Context: an optimization exercise on an open-source flow, tuned for small area. The choices shown serve that exercise and are no tape-out recipe.
The RTL was checked by simulation tests, not by an equivalence proof against the original design.
Power and IR drop assume default switching activity. The clock port is modelled as an ideal driver; clocking choices that lean on that would not hold on a real chip.

==> flow/design.v (excerpt) <==
module gemm_result_collector #(
  parameter int DATA_WIDTH = gemm_pkg::DATA_WIDTH,
  parameter int LATENCY    = gemm_pkg::LATENCY,
  parameter int K_TILES    = gemm_pkg::K_TILES,
  parameter int COLS       = gemm_pkg::COLS,
  parameter int FIFO_DEPTH = gemm_pkg::FIFO_DEPTH
) (
  input  logic                       clk,
  input  logic                       rst,
  input  logic                       issue_valid,
  output logic                       issue_ready,
  input  logic [DATA_WIDTH-1:0]      ipu_data_in,
  output logic                       row_valid,
  input  logic                       row_ready,
  output logic [COLS*DATA_WIDTH-1:0] row_data
);
  localparam int ROW_ISSUES = COLS * K_TILES;
  localparam int IW  = (ROW_ISSUES > 1) ? $clog2(ROW_ISSUES) : 1;
  localparam int KW  = (K_TILES > 1) ? $clog2(K_TILES) : 1;
  localparam int CW  = (COLS > 1) ? $clog2(COLS) : 1;
  localparam int CRW = $clog2(FIFO_DEPTH + 1);
  logic [LATENCY-1:0] vld_pipe;
  logic [IW-1:0]      issue_cnt;
  ...
Size: roughly 2200 cells after synthesis, roughly 1100 flip-flops.
clock: 5.0 ns
lec_check: 0
cap_margin: 20
core_margin: 2
core_utilization: 40
slew_margin: 20
run.sh (not shown) runs the stock make flow with config.mk's settings and CLKGATE_MAP_FILE= SYNTH_SCRIPT=/design/flow/synth_recipe.tcl, a recipe that flattens the netlist after the stock synthesis.
Then changed:
==> flow/flow/run.sh (new file) <==
#!/bin/bash
set -euo pipefail
export BUFFER_PORTS_ARGS="-buffer_cell sky130_fd_sc_hd__buf_1"
export CTS_ARGS="-sink_clustering_enable -repair_clock_nets -dont_use_dummy_load -buf_list {sky130_fd_sc_hd__clkbuf_4 sky130_fd_sc_hd__clkbuf_8}"
bash standard.sh finish > flow.log 2>&1
==> flow/standard.sh (new file) <==
#!/bin/bash
# synth_recipe.tcl (not shown) runs the flow's synth.tcl, then flattens the netlist and writes it again
# the make line also repeats each setting of config.mk as NAME=value (left out here)
make -C /OpenROAD-flow-scripts/flow DESIGN_CONFIG=/design/flow/config.mk WORK_HOME=/design/flow/orfs CLKGATE_MAP_FILE= SYNTH_SCRIPT=/design/flow/synth_recipe.tcl "${@:-finish}"
Settings changed: CORE_UTILIZATION 40 to 65.
removed: flow/run.sh
Effect: The changed run completed with no timing, DRC or antenna violations; power drops by about 13%; register-to-register slack hardly moves; final area drops by 9.0%; fmax climbs by 3.4%; sequential share of layout area climbs by 5.3 points; die area drops by 38%; count of clock-buffer cells in the layout drops by 1; synthesized area is unchanged; via count is about the same.
Then changed:
==> flow/flow/run.sh (replaced) <==
#!/bin/bash
set -euo pipefail
export BUFFER_PORTS_ARGS="-buffer_cell sky130_fd_sc_hd__buf_1"
export CTS_ARGS="-sink_clustering_enable -repair_clock_nets -dont_use_dummy_load -sink_clustering_size 30 -sink_clustering_max_diameter 80 -buf_list {sky130_fd_sc_hd__clkbuf_16}"
R=orfs/results/sky130hd/gemm_result_collector/base
bash standard.sh synth > synth.log 2>&1
sed -i 's/\bsky130_fd_sc_hd__mux4_2\b/sky130_fd_sc_hd__mux4_1/g' $R/1_2_yosys.v
rm -f $R/1_synth.odb $R/1_synth.sdc
bash standard.sh finish > flow.log 2>&1
After rerunning: First-iteration DRC count rises by a few percent. Sequential power barely changes. Non-clock buffer count falls by 4. Cell count falls by a few percent. Hold slack improves by 0.0046 ns. Global-route usage falls by 2.4 points. Routed wire length falls by a few percent. Via count falls by a few percent. Synthesized area rises by a few percent. Worst setup slack improves by 0.015 ns. Total power falls by roughly a tenth.
Then changed:
==> flow/flow/run.sh (replaced) <==
#!/bin/bash
set -euo pipefail
export BUFFER_PORTS_ARGS="-buffer_cell sky130_fd_sc_hd__buf_1"
export CTS_ARGS="-sink_clustering_enable -repair_clock_nets -dont_use_dummy_load -buf_list {sky130_fd_sc_hd__clkbuf_4 sky130_fd_sc_hd__clkbuf_8}"
bash standard.sh finish > flow.log 2>&1
Settings changed: CORE_UTILIZATION 65 to 40.
=>
- total power increases by about a fifth
- wire length increases by roughly a tenth
- design area increases by a few percent
- setup slack degrades by 0.044 ns
- via count increases by a few percent
- flip-flop and latch count is unchanged
- synthesized area decreases by a few percent
- die area increases by well over a third
- global-route usage decreases by 6.7 points
- clock-buffer cell count increases by 132
- synthesized cell count stays the same

========
gemm_result_collector, a different RTL version from the one above (not shown whole).
Size: about 2800 cells after synthesis, about 1100 flip-flops, about 290 I/O pins.
clock: 5.0 ns
lec_check: 0
cap_margin: 20
core_margin: 2
core_utilization: 65
slew_margin: 20
standard.sh (not shown) runs the stock make flow with config.mk's settings and CLKGATE_MAP_FILE= SYNTH_SCRIPT=/design/flow/synth_recipe.tcl, a recipe that flattens the netlist after the stock synthesis.
==> flow/flow/run.sh <==
#!/bin/bash
set -euo pipefail
export BUFFER_PORTS_ARGS="-buffer_cell sky130_fd_sc_hd__buf_1"
export CTS_ARGS="-sink_clustering_enable -repair_clock_nets -dont_use_dummy_load -sink_clustering_size 30 -sink_clustering_max_diameter 80 -buf_list {sky130_fd_sc_hd__clkbuf_8 sky130_fd_sc_hd__clkbuf_16}"
bash standard.sh finish > flow.log 2>&1
Edit:
==> flow/flow/run.sh (replaced) <==
#!/bin/bash
set -euo pipefail
export BUFFER_PORTS_ARGS="-buffer_cell sky130_fd_sc_hd__buf_1"
export CTS_ARGS="-sink_clustering_enable -repair_clock_nets -dont_use_dummy_load -sink_clustering_size 30 -sink_clustering_max_diameter 80 -buf_list {sky130_fd_sc_hd__clkbuf_16}"
bash standard.sh finish > flow.log 2>&1
- CAP_MARGIN: 20 -> 5
- SLEW_MARGIN: 20 -> 5
The new run finished clean.
Utilization does not change.
Final area does not change.
Total power does not change.
Die area stays the same.
Via count stays the same.
Setup slack stays the same.
Routed wire length does not change.
Global-route usage does not change.
Final cell count stays the same.
Maximum frequency stays the same.

========
RTL: one of the versions met above, not the one the previous note started from.
For scale: about 2,200 cells after synthesis, ~1,100 flip-flops, about 290 I/O pins, about 0.035 mm² of cells after synthesis.
clock: 5.0 ns
lec_check: 0
cap_margin: 20
core_margin: 2
core_utilization: 65
slew_margin: 20
==> flow/flow/run.sh <==
#!/bin/bash
set -euo pipefail
export BUFFER_PORTS_ARGS="-buffer_cell sky130_fd_sc_hd__buf_1"
export CTS_ARGS="-sink_clustering_enable -repair_clock_nets -dont_use_dummy_load -sink_clustering_size 25 -sink_clustering_max_diameter 60 -buf_list {sky130_fd_sc_hd__clkbuf_8 sky130_fd_sc_hd__clkbuf_16}"
bash standard.sh finish > flow.log 2>&1
The starting point finished with timing, DRC and antenna clean.
==> next run, changes <==
==> flow/flow/run.sh (replaced) <==
#!/bin/bash
set -euo pipefail
export BUFFER_PORTS_ARGS="-buffer_cell sky130_fd_sc_hd__buf_1"
export CTS_ARGS="-sink_clustering_enable -repair_clock_nets -dont_use_dummy_load -sink_clustering_size 30 -sink_clustering_max_diameter 80 -buf_list {sky130_fd_sc_hd__clkbuf_16}"
bash standard.sh finish > flow.log 2>&1
The changed run ran to the end with no violations. Count of clock-buffer cells in the layout goes down by 11. Setup slack is better by 0.013 ns. Hold slack is worse by 0.037 ns. Via count is about the same. Sequential cell count is unchanged. Register-to-register slack loses 0.09 ns. Total power came out lower by 3.2%. Fmax barely changes. Global-route usage fell by 0.19 points.
==> next run, changes <==
==> flow/flow/run.sh (replaced) <==
#!/bin/bash
set -euo pipefail
export BUFFER_PORTS_ARGS="-buffer_cell sky130_fd_sc_hd__buf_1"
export CTS_ARGS="-sink_clustering_enable -repair_clock_nets -dont_use_dummy_load"
bash standard.sh finish > flow.log 2>&1
Settings changed: CORE_UTILIZATION 65 to 40.
Outcome: Routed wire length went up by 12%. Design area went up by 5.8%. Register-to-register slack is about the same. Power went up by 20%. Utilization went down by 25 points. Count of clock-buffer cells in the layout went up by 64. Die area went up by 61%.

-- port drivers added, routing unchanged --
In the flow no input, the clock included, has a driving cell. The finished layouts below were timed again as built, in two steps. Step 1 (the two cells are an assumption about what drives the block):
set clk [get_ports {clk}]
set_driving_cell -lib_cell sky130_fd_sc_hd__clkbuf_16 $clk
set_driving_cell -lib_cell sky130_fd_sc_hd__buf_2 [delete_from_list [all_inputs] $clk]
Step 2 moves the port delays by t, midway between the first and last clock arrival at a register: inputs arrive t later, outputs are due t later. That takes back most of the time a late clock gives input paths. Slacks: ideal / step 1 / step 2; pairs: ideal / step 1.
run | t (ns) | setup WS [ns] | hold slack, ns | worst setup path at the end
the first run of note 1 | 0.735 | 0.230 / 0.163 / 0.796 | 0.336 / 0.336 / 0.336 | input to register
the second run of note 1 | 0.809 | 0.387 / 0.323 / 0.991 | 0.304 / 0.304 / 0.304 | input to register
the third run of note 1 | 0.647 | 0.402 / 0.342 / 0.988 | 0.308 / 0.308 / 0.308 | register to output
the fourth run of note 1 | 0.840 | 0.358 / 0.295 / 1.134 | 0.274 / 0.274 / 0.274 | register to output
the first run of note 2 | 0.657 | 0.422 / 0.359 / 1.017 | 0.309 / 0.309 / 0.309 | register to output
the second run of note 2 | 0.657 | 0.422 / 0.359 / 1.017 | 0.309 / 0.309 / 0.309 | register to output
the first run of note 3 | 0.670 | 0.255 / 0.193 / 0.863 | 0.311 / 0.311 / 0.311 | register to output
the second run of note 3 | 0.639 | 0.268 / 0.203 / 0.842 | 0.274 / 0.274 / 0.274 | register to output
the third run of note 3 | 0.711 | 0.301 / 0.236 / 0.947 | 0.286 / 0.286 / 0.286 | register to output
After both steps every run listed still meets setup and hold.
